Context: an optimization exercise on an open-source flow, tuned for a short achievable clock period and few clock cycles per item. The choices shown serve that exercise and are no tape-out recipe. No activity file was given, so power comes from the tool's default toggle rates.

==> 09-08 <==
==> flow/design.v <==
package pfs_pkg;
    localparam int CFG_W = 13;
endpackage
module pixel_frame_statistics_unit (
    input  logic                      i_clk,
    input  logic                      i_rst_n,
    input  logic                      i_cfg_we,
    input  logic [pfs_pkg::CFG_W-1:0] i_cfg_wdata,
    input  logic                      i_pix_valid,
    output logic                      o_pix_ready,
    input  logic [24:0]               i_pix,
    output logic                      o_rpt_valid,
    input  logic                      i_rpt_ready,
    output logic [50:0]               o_rpt
);
    localparam int QD = 4;                    
    localparam int OW = $clog2(QD + 1) + 1;   
    logic        r_ready;             
    logic        r_busy;              
    logic        a_v;
    logic [24:0] a_pix;
    logic [7:0]  a_xs;                
    logic [7:0]  a_xc;                
    logic        a_we;
    logic [11:0] a_wm1;               
    logic [11:0] a_wm2;               
    logic        a_wm1z;              
    logic [12:0] wd;
    logic [12:0] weff;
    logic [7:0]  in_r, in_g, in_b;
    assign o_pix_ready = r_ready;
    assign in_r = i_pix[24:17];
    assign in_g = i_pix[16:9];
    assign in_b = i_pix[8:1];
    assign wd   = i_cfg_wdata;
    assign weff = (wd == 13'd0) ? 13'd1 : (wd[12] && wd[11:0] != 12'd0) ? 13'd4096 : wd;
    always_ff @(posedge i_clk) begin
        a_v    <= i_rst_n & i_pix_valid & !r_busy;
        a_pix  <= i_pix;
        a_xs   <= in_r ^ in_g ^ in_b;
        a_xc   <= (in_r & in_g) | (in_r & in_b) | (in_g & in_b);
        a_we   <= i_rst_n & i_cfg_we;
        a_wm1  <= 12'(weff - 13'd1);
        a_wm2  <= 12'(weff - 13'd2);
        a_wm1z <= (weff == 13'd1);
    end
    logic [11:0] r_wm1, r_wm2;
    logic        r_wm1z;
    logic [11:0] r_col, r_row;
    logic        r_wrap;
    logic        nx_wm1z;
    logic        col_ge_awm1, col_ge_awm2, col_ge_rwm2;
    logic        b_v, b_eof;
    logic [9:0]  b_sum;
    logic [47:0] b_rec;               
    assign nx_wm1z     = a_we ? a_wm1z : r_wm1z;
    assign col_ge_awm1 = (r_col >= a_wm1);
    assign col_ge_awm2 = (r_col >= a_wm2);
    assign col_ge_rwm2 = (r_col >= r_wm2);
    always_ff @(posedge i_clk) begin
        if (!i_rst_n) begin
            r_wm1  <= 12'd639;
            r_wm2  <= 12'd638;
            r_wm1z <= 1'b0;
            r_col  <= '0;
            r_row  <= '0;
            r_wrap <= 1'b0;
        end else begin
            if (a_we) begin
                r_wm1  <= a_wm1;
                r_wm2  <= a_wm2;
                r_wm1z <= a_wm1z;
            end
            if (a_v) begin
                if (a_pix[0]) begin
                    r_col <= '0;
                    r_row <= '0;
                end else if (r_wrap) begin
                    r_col <= '0;
                    if (r_row != 12'hfff) r_row <= r_row + 12'd1;
                end else begin
                    r_col <= r_col + 12'd1;
                end
            end
            if (a_v && (a_pix[0] || r_wrap))
                r_wrap <= nx_wm1z;                                   
            else if (a_v)
                r_wrap <= nx_wm1z || (a_we ? col_ge_awm2 : col_ge_rwm2);   
            else if (a_we)
                r_wrap <= col_ge_awm1;                               
        end
    end
    always_ff @(posedge i_clk) begin
        if (!i_rst_n) b_v <= 1'b0;
        else          b_v <= a_v;
    end
    always_ff @(posedge i_clk) begin
        b_eof <= a_pix[0];
        b_sum <= {2'b00, a_xs} + {1'b0, a_xc, 1'b0};
        b_rec <= {r_col, r_row, a_pix[24:1]};
    end
    logic        c_v, c_eof;
    logic [9:0]  c_sum;
    logic [47:0] c_rec;
    logic        c_tb, c_td;          
    logic [2:0]  c_tmx, c_tmn;        
    logic [2:0][7:0] b_px, c_px;
    logic        r_first;             
    logic        b_first;
    logic [9:0]  r_bsum, r_dsum;
    logic [2:0][7:0] r_max, r_min;
    assign b_px    = b_rec[23:0];
    assign c_px    = c_rec[23:0];
    assign b_first = c_v ? c_eof : r_first;
    function automatic logic f_after(input logic vs_stat, input logic vs_prev);
        if (!c_v)
            f_after = vs_stat;
        else if (r_first)
            f_after = vs_prev;
        else
            f_after = vs_stat && vs_prev;
    endfunction
    always_ff @(posedge i_clk) begin
        if (!i_rst_n) c_v <= 1'b0;
        else          c_v <= b_v;
    end
    always_ff @(posedge i_clk) begin
        c_eof <= b_eof;
        c_sum <= b_sum;
        c_rec <= b_rec;
        c_tb  <= b_first || f_after(b_sum > r_bsum, b_sum > c_sum);
        c_td  <= b_first || f_after(b_sum < r_dsum, b_sum < c_sum);
        for (int i = 0; i < 3; i++) begin
            c_tmx[i] <= b_first || f_after(b_px[i] > r_max[i], b_px[i] > c_px[i]);
            c_tmn[i] <= b_first || f_after(b_px[i] < r_min[i], b_px[i] < c_px[i]);
        end
    end
    logic [47:0] r_brec, r_drec;
    logic [47:0] f_brec;
    logic        wr, r_wr;
    assign f_brec = c_tb ? c_rec : r_brec;
    assign wr     = c_v && c_eof;
    always_ff @(posedge i_clk) begin
        if (!i_rst_n) begin
            r_first <= 1'b1;
            r_wr    <= 1'b0;
            r_bsum  <= '0;
            r_dsum  <= '0;
            r_brec  <= '0;
            r_drec  <= '0;
            r_max   <= '0;
            r_min   <= '0;
        end else begin
            r_wr <= wr;
            if (c_v) begin
                r_first <= c_eof;
                if (c_tb) r_bsum <= c_sum;
                if (c_td) r_dsum <= c_sum;
                r_brec <= f_brec;
                if (c_td) r_drec <= c_rec;
                for (int i = 0; i < 3; i++) begin
                    if (c_tmx[i]) r_max[i] <= c_px[i];
                    if (c_tmn[i]) r_min[i] <= c_px[i];
                end
            end
        end
    end
    logic [143:0]  stat;
    logic [143:0]  q_mem [0:QD-1];
    logic [QD-1:0] q_wp, q_rp;
    logic [OW-1:0] q_cnt;
    logic          q_empty;           
    logic          pop;
    assign stat = {r_brec, r_drec, r_max, r_min};
    always_ff @(posedge i_clk) begin
        for (int i = 0; i < QD; i++) begin
            if (r_wr && q_wp[i]) q_mem[i] <= stat;
        end
    end
    logic [3:0]  r_kind;              
    logic        r_ov;                
    logic        r_idle;              
    logic [50:0] r_out;
    logic        out_load;
    logic        have, adv;
    logic [3:0]  nx_kind;
    logic [QD-1:0] nx_rp;
    logic [OW-1:0] nx_cnt;
    logic        nx_empty;
    logic        s_fold;              
    logic [3:0]  s_stat;              
    logic [QD-1:0][3:0] s_q;          
    logic [50:0] nxt;
    function automatic logic [50:0] f_rpt(input int k, input logic [143:0] f);
        case (k)
            0:       f_rpt = {2'd0, f[143:96], 1'b0};
            1:       f_rpt = {2'd1, f[95:48], 1'b0};
            2:       f_rpt = {2'd2, 24'd0, f[47:24], 1'b0};
            default: f_rpt = {2'd3, 24'd0, f[23:0], 1'b1};
        endcase
    endfunction
    assign out_load    = r_idle || i_rpt_ready;
    assign have        = !q_empty || r_wr || wr;
    assign adv         = out_load && have;
    assign pop         = adv && !q_empty && r_kind[3];
    assign o_rpt_valid = r_ov;
    assign o_rpt       = r_out;
    assign nx_kind  = adv ? {r_kind[2:0], r_kind[3]} : r_kind;
    assign nx_rp    = pop ? {q_rp[QD-2:0], q_rp[QD-1]} : q_rp;
    assign nx_cnt   = q_cnt + OW'(r_wr) - OW'(pop);
    assign nx_empty = (nx_cnt == '0);
    always_comb begin
        nxt = {51{s_fold}} & {2'd0, f_brec, 1'b0};
        for (int k = 0; k < 4; k++) begin
            nxt = nxt | ({51{s_stat[k]}} & f_rpt(k, stat));
            for (int s = 0; s < QD; s++)
                nxt = nxt | ({51{s_q[s][k]}} & f_rpt(k, q_mem[s]));
        end
    end
    always_ff @(posedge i_clk) begin
        if (!i_rst_n) r_out <= '0;
        else if (out_load) r_out <= nxt;
    end
    always_ff @(posedge i_clk) begin
        if (!i_rst_n) begin
            q_wp    <= QD'(1);
            q_rp    <= QD'(1);
            q_cnt   <= '0;
            q_empty <= 1'b1;
            r_kind  <= 4'b0001;
            r_ov    <= 1'b0;
            r_idle  <= 1'b1;
            s_fold  <= 1'b1;
            s_stat  <= '0;
            s_q     <= '0;
        end else begin
            if (r_wr) q_wp <= {q_wp[QD-2:0], q_wp[QD-1]};
            q_rp    <= nx_rp;
            q_cnt   <= nx_cnt;
            q_empty <= nx_empty;
            r_kind  <= nx_kind;
            s_fold  <= nx_empty && !wr;
            for (int k = 0; k < 4; k++) begin
                s_stat[k] <= nx_empty && wr && nx_kind[k];
                for (int s = 0; s < QD; s++)
                    s_q[s][k] <= !nx_empty && nx_rp[s] && nx_kind[k];
            end
            if (out_load) begin
                r_ov   <= have;
                r_idle <= !have;
            end
        end
    end
    logic [OW-1:0] r_owed;
    logic          eof_in;
    logic          rdy_00, rdy_10, rdy_01, rdy_11, nx_ready;
    assign eof_in = i_pix_valid & !r_busy & i_pix[0];
    assign rdy_00 = (r_owed + OW'(1)) <= OW'(QD);
    assign rdy_10 = (r_owed + OW'(2)) <= OW'(QD);
    assign rdy_01 = r_owed <= OW'(QD);
    assign rdy_11 = (r_owed + OW'(1)) <= OW'(QD);
    always_comb begin
        unique case ({eof_in, pop})
            2'b00: nx_ready = rdy_00;
            2'b10: nx_ready = rdy_10;
            2'b01: nx_ready = rdy_01;
            default: nx_ready = rdy_11;
        endcase
    end
    always_ff @(posedge i_clk) begin
        if (!i_rst_n) begin
            r_owed  <= '0;
            r_ready <= 1'b1;
            r_busy  <= 1'b0;
        end else begin
            r_owed  <= r_owed + OW'(eof_in) - OW'(pop);
            r_ready <= nx_ready;
            r_busy  <= !nx_ready;
        end
    end
endmodule
==> flow/run.sh <==
#!/bin/bash
# synth_recipe.tcl (not shown) runs the flow's synth.tcl, then flattens the netlist and writes it again
# the make line also repeats each setting of config.mk as NAME=value (left out here)
make -C /OpenROAD-flow-scripts/flow DESIGN_CONFIG=/design/flow/config.mk WORK_HOME=/design/flow/orfs CLKGATE_MAP_FILE= SYNTH_SCRIPT=/design/flow/synth_recipe.tcl finish
==> flow/config.mk <==
export PLATFORM = sky130hd
export DESIGN_NAME = pixel_frame_statistics_unit
export DESIGN_NICKNAME = pixel_frame_statistics_unit
export VERILOG_FILES = /design/flow/design.v
export SDC_FILE = /design/flow/constraint.sdc
export NUM_CORES = 4
export LEC_CHECK = 0
export ABC_CLOCK_PERIOD_IN_PS = 1500
export CAP_MARGIN = 20
export CORE_MARGIN = 2
export CORE_UTILIZATION = 40
export PLACE_DENSITY = 0.6
export SETUP_SLACK_MARGIN = 2.5
export SLEW_MARGIN = 20
==> flow/constraint.sdc <==
create_clock -name core_clock -period 4.5 [get_ports {i_clk}]
set_input_delay 0.9000 -clock core_clock [delete_from_list [all_inputs] [get_ports {i_clk}]]
set_output_delay 0.9000 -clock core_clock [all_outputs]
set_load 0.01 [all_outputs]
==> 12-04: changes against 09-08 <==
--- a/flow/design.v
+++ b/flow/design.v
@@ -167,12 +167,30 @@
     end
+    logic [143:0]  wdata;
     logic [143:0]  stat;
     logic [143:0]  q_mem [0:QD-1];
-    logic [QD-1:0] q_wp, q_rp;
-    logic [OW-1:0] q_cnt;
-    logic          q_empty;           
+    logic [QD-1:0] q_sv;
+    logic          q_empty;
     logic          pop;
-    assign stat = {r_brec, r_drec, r_max, r_min};
+    assign stat    = {r_brec, r_drec, r_max, r_min};
+    assign wdata   = stat;
+    assign q_empty = !q_sv[0];
     always_ff @(posedge i_clk) begin
         for (int i = 0; i < QD; i++) begin
-            if (r_wr && q_wp[i]) q_mem[i] <= stat;
+            if (pop) begin
+                if (i + 1 < QD && q_sv[(i + 1) % QD])
+                    q_mem[i] <= q_mem[(i + 1) % QD];
+                else if (r_wr && q_sv[i])
+                    q_mem[i] <= wdata;
+            end else if (r_wr && !q_sv[i] && (i == 0 || q_sv[(i + QD - 1) % QD])) begin
+                q_mem[i] <= wdata;
+            end
+        end
+    end
+    always_ff @(posedge i_clk) begin
+        if (!i_rst_n) begin
+            q_sv <= '0;
+        end else if (pop && !r_wr) begin
+            q_sv <= q_sv >> 1;
+        end else if (r_wr && !pop) begin
+            q_sv <= {q_sv[QD-2:0], 1'b1};
         end
@@ -182,39 +200,28 @@
     logic        r_idle;              
+    logic        r_pk;                
     logic [50:0] r_out;
     logic        out_load;
-    logic        have, adv;
+    logic        have;
+    logic [50:0] nxt;
+    logic [143:0] head;
+    logic        nx_sv0;
     logic [3:0]  nx_kind;
-    logic [QD-1:0] nx_rp;
-    logic [OW-1:0] nx_cnt;
-    logic        nx_empty;
-    logic        s_fold;              
-    logic [3:0]  s_stat;              
-    logic [QD-1:0][3:0] s_q;          
-    logic [50:0] nxt;
-    function automatic logic [50:0] f_rpt(input int k, input logic [143:0] f);
-        case (k)
-            0:       f_rpt = {2'd0, f[143:96], 1'b0};
-            1:       f_rpt = {2'd1, f[95:48], 1'b0};
-            2:       f_rpt = {2'd2, 24'd0, f[47:24], 1'b0};
-            default: f_rpt = {2'd3, 24'd0, f[23:0], 1'b1};
-        endcase
-    endfunction
+    assign head        = q_empty ? stat : q_mem[0];
     assign out_load    = r_idle || i_rpt_ready;
     assign have        = !q_empty || r_wr || wr;
-    assign adv         = out_load && have;
-    assign pop         = adv && !q_empty && r_kind[3];
+    assign pop         = out_load && r_pk;
     assign o_rpt_valid = r_ov;
     assign o_rpt       = r_out;
-    assign nx_kind  = adv ? {r_kind[2:0], r_kind[3]} : r_kind;
-    assign nx_rp    = pop ? {q_rp[QD-2:0], q_rp[QD-1]} : q_rp;
-    assign nx_cnt   = q_cnt + OW'(r_wr) - OW'(pop);
-    assign nx_empty = (nx_cnt == '0);
     always_comb begin
-        nxt = {51{s_fold}} & {2'd0, f_brec, 1'b0};
-        for (int k = 0; k < 4; k++) begin
-            nxt = nxt | ({51{s_stat[k]}} & f_rpt(k, stat));
-            for (int s = 0; s < QD; s++)
-                nxt = nxt | ({51{s_q[s][k]}} & f_rpt(k, q_mem[s]));
-        end
-    end
+        if (q_empty && !r_wr) begin
+            nxt = {2'd0, f_brec, 1'b0};
+        end else begin
+            nxt = ({51{r_kind[0]}} & {2'd0, head[143:96], 1'b0})
+                | ({51{r_kind[1]}} & {2'd1, head[95:48], 1'b0})
+                | ({51{r_kind[2]}} & {2'd2, 24'd0, head[47:24], 1'b0})
+                | ({51{r_kind[3]}} & {2'd3, 24'd0, head[23:0], 1'b1});
+        end
+    end
+    assign nx_kind = (out_load && have) ? {r_kind[2:0], r_kind[3]} : r_kind;
+    assign nx_sv0  = (pop && !r_wr) ? q_sv[1] : (r_wr || q_sv[0]);
     always_ff @(posedge i_clk) begin
@@ -225,24 +232,9 @@
         if (!i_rst_n) begin
-            q_wp    <= QD'(1);
-            q_rp    <= QD'(1);
-            q_cnt   <= '0;
-            q_empty <= 1'b1;
-            r_kind  <= 4'b0001;
-            r_ov    <= 1'b0;
-            r_idle  <= 1'b1;
-            s_fold  <= 1'b1;
-            s_stat  <= '0;
-            s_q     <= '0;
-        end else begin
-            if (r_wr) q_wp <= {q_wp[QD-2:0], q_wp[QD-1]};
-            q_rp    <= nx_rp;
-            q_cnt   <= nx_cnt;
-            q_empty <= nx_empty;
-            r_kind  <= nx_kind;
-            s_fold  <= nx_empty && !wr;
-            for (int k = 0; k < 4; k++) begin
-                s_stat[k] <= nx_empty && wr && nx_kind[k];
-                for (int s = 0; s < QD; s++)
-                    s_q[s][k] <= !nx_empty && nx_rp[s] && nx_kind[k];
-            end
+            r_kind <= 4'b0001;
+            r_ov   <= 1'b0;
+            r_idle <= 1'b1;
+            r_pk   <= 1'b0;
+        end else begin
+            r_kind <= nx_kind;
+            r_pk   <= nx_sv0 && nx_kind[3];
             if (out_load) begin
Settings changed: SETUP_SLACK_MARGIN 2.5 to 2.8.
==> 09-07: changes against 09-08 <==
--- a/flow/design.v
+++ b/flow/design.v
@@ -167,12 +167,30 @@
     end
+    logic [143:0]  wdata;
     logic [143:0]  stat;
     logic [143:0]  q_mem [0:QD-1];
-    logic [QD-1:0] q_wp, q_rp;
-    logic [OW-1:0] q_cnt;
-    logic          q_empty;           
+    logic [QD-1:0] q_sv;
+    logic          q_empty;
     logic          pop;
-    assign stat = {r_brec, r_drec, r_max, r_min};
+    assign stat    = {r_brec, r_drec, r_max, r_min};
+    assign wdata   = stat;
+    assign q_empty = !q_sv[0];
     always_ff @(posedge i_clk) begin
         for (int i = 0; i < QD; i++) begin
-            if (r_wr && q_wp[i]) q_mem[i] <= stat;
+            if (pop) begin
+                if (i + 1 < QD && q_sv[(i + 1) % QD])
+                    q_mem[i] <= q_mem[(i + 1) % QD];
+                else if (r_wr && q_sv[i])
+                    q_mem[i] <= wdata;
+            end else if (r_wr && !q_sv[i] && (i == 0 || q_sv[(i + QD - 1) % QD])) begin
+                q_mem[i] <= wdata;
+            end
+        end
+    end
+    always_ff @(posedge i_clk) begin
+        if (!i_rst_n) begin
+            q_sv <= '0;
+        end else if (pop && !r_wr) begin
+            q_sv <= q_sv >> 1;
+        end else if (r_wr && !pop) begin
+            q_sv <= {q_sv[QD-2:0], 1'b1};
         end
@@ -182,39 +200,28 @@
     logic        r_idle;              
+    logic        r_pk;                
     logic [50:0] r_out;
     logic        out_load;
-    logic        have, adv;
+    logic        have;
+    logic [50:0] nxt;
+    logic [143:0] head;
+    logic        nx_sv0;
     logic [3:0]  nx_kind;
-    logic [QD-1:0] nx_rp;
-    logic [OW-1:0] nx_cnt;
-    logic        nx_empty;
-    logic        s_fold;              
-    logic [3:0]  s_stat;              
-    logic [QD-1:0][3:0] s_q;          
-    logic [50:0] nxt;
-    function automatic logic [50:0] f_rpt(input int k, input logic [143:0] f);
-        case (k)
-            0:       f_rpt = {2'd0, f[143:96], 1'b0};
-            1:       f_rpt = {2'd1, f[95:48], 1'b0};
-            2:       f_rpt = {2'd2, 24'd0, f[47:24], 1'b0};
-            default: f_rpt = {2'd3, 24'd0, f[23:0], 1'b1};
-        endcase
-    endfunction
+    assign head        = q_empty ? stat : q_mem[0];
     assign out_load    = r_idle || i_rpt_ready;
     assign have        = !q_empty || r_wr || wr;
-    assign adv         = out_load && have;
-    assign pop         = adv && !q_empty && r_kind[3];
+    assign pop         = out_load && r_pk;
     assign o_rpt_valid = r_ov;
     assign o_rpt       = r_out;
-    assign nx_kind  = adv ? {r_kind[2:0], r_kind[3]} : r_kind;
-    assign nx_rp    = pop ? {q_rp[QD-2:0], q_rp[QD-1]} : q_rp;
-    assign nx_cnt   = q_cnt + OW'(r_wr) - OW'(pop);
-    assign nx_empty = (nx_cnt == '0);
     always_comb begin
-        nxt = {51{s_fold}} & {2'd0, f_brec, 1'b0};
-        for (int k = 0; k < 4; k++) begin
-            nxt = nxt | ({51{s_stat[k]}} & f_rpt(k, stat));
-            for (int s = 0; s < QD; s++)
-                nxt = nxt | ({51{s_q[s][k]}} & f_rpt(k, q_mem[s]));
-        end
-    end
+        if (q_empty && !r_wr) begin
+            nxt = {2'd0, f_brec, 1'b0};
+        end else begin
+            nxt = ({51{r_kind[0]}} & {2'd0, head[143:96], 1'b0})
+                | ({51{r_kind[1]}} & {2'd1, head[95:48], 1'b0})
+                | ({51{r_kind[2]}} & {2'd2, 24'd0, head[47:24], 1'b0})
+                | ({51{r_kind[3]}} & {2'd3, 24'd0, head[23:0], 1'b1});
+        end
+    end
+    assign nx_kind = (out_load && have) ? {r_kind[2:0], r_kind[3]} : r_kind;
+    assign nx_sv0  = (pop && !r_wr) ? q_sv[1] : (r_wr || q_sv[0]);
     always_ff @(posedge i_clk) begin
@@ -225,24 +232,9 @@
         if (!i_rst_n) begin
-            q_wp    <= QD'(1);
-            q_rp    <= QD'(1);
-            q_cnt   <= '0;
-            q_empty <= 1'b1;
-            r_kind  <= 4'b0001;
-            r_ov    <= 1'b0;
-            r_idle  <= 1'b1;
-            s_fold  <= 1'b1;
-            s_stat  <= '0;
-            s_q     <= '0;
-        end else begin
-            if (r_wr) q_wp <= {q_wp[QD-2:0], q_wp[QD-1]};
-            q_rp    <= nx_rp;
-            q_cnt   <= nx_cnt;
-            q_empty <= nx_empty;
-            r_kind  <= nx_kind;
-            s_fold  <= nx_empty && !wr;
-            for (int k = 0; k < 4; k++) begin
-                s_stat[k] <= nx_empty && wr && nx_kind[k];
-                for (int s = 0; s < QD; s++)
-                    s_q[s][k] <= !nx_empty && nx_rp[s] && nx_kind[k];
-            end
+            r_kind <= 4'b0001;
+            r_ov   <= 1'b0;
+            r_idle <= 1'b1;
+            r_pk   <= 1'b0;
+        end else begin
+            r_kind <= nx_kind;
+            r_pk   <= nx_sv0 && nx_kind[3];
             if (out_load) begin
Settings changed: SETUP_SLACK_MARGIN 2.5 to 2.6.
==> run notes <==
Against 09-08, the register-to-register slack of 09-07 is higher by 0.33 ns. Against 09-08, the die area of 09-07 is larger by about 10%. In 09-07 the final cell count is higher than in 09-08, by about 13%. Critical path depth, lowest first: 12-04, 09-07, 09-08.
==> figures <==
|  | 09-08 | 12-04 | 09-07 |
|---|---|---|---|
| Sequential cell area share | 57.55% | 42.94% | 46.16% |
| Maximum frequency from static timing analysis | 0.3917 GHz | 0.4498 GHz | 0.4498 GHz |
| Wire length of the first global-routing pass | 175.4 mm | 217.7 mm | 191.6 mm |
| Number of sequential cells in the layout | 1,073 | 1,044 | 1,044 |
| Net Sw Power | 4.825 mW | 5.118 mW | 4.907 mW |
| Result of the run | finished clean | finished clean | finished clean |
| Switching share of total power | 22.92% | 23.83% | 23.23% |
| Area fraction of clock buffers and clock inverters | 7.596% | 5.748% | 6.203% |
| Chip height | 322.5 um | 337.6 um | 337.6 um |
| GR Layer Usage met2 | 37.17% | 41.46% | 36.13% |
No run of this note included a check of the RTL's function; only the layout flow was run.

-- port drivers added, routing unchanged --
The results above use ideal ports. As a check the final layouts listed here were re-extracted and re-timed, cells and wires unchanged.
Step 1, drivers: a clkbuf_16 drives i_clk and a buf_2 each remaining input, both assumed.
Step 2 also shifts input and output timing later by t, the mid clock arrival at the registers, as if the neighbouring blocks saw the same clock.
Three values: ideal, step 1, step 2; two values: the first two.
run	shift t [ns]	slack for setup (ns)	hold WS [ns]	worst register clock-pin slew, ns	pins driven straight from the clock port
09-08	0.758	1.947 / 1.947 / 1.229	0.326 / 0.325 / 0.326	0.07 / 0.07	1
12-04	0.770	2.277 / 2.277 / 1.527	0.321 / 0.321 / 0.321	0.07 / 0.07	1
09-07	0.756	2.277 / 2.277 / 1.540	0.323 / 0.323 / 0.323	0.07 / 0.07	1
After both steps setup and hold are still met in every run listed. For 12-04, which loses most, drivers alone change the setup slack by 0.000 ns; drivers and shift together by -0.750 ns.
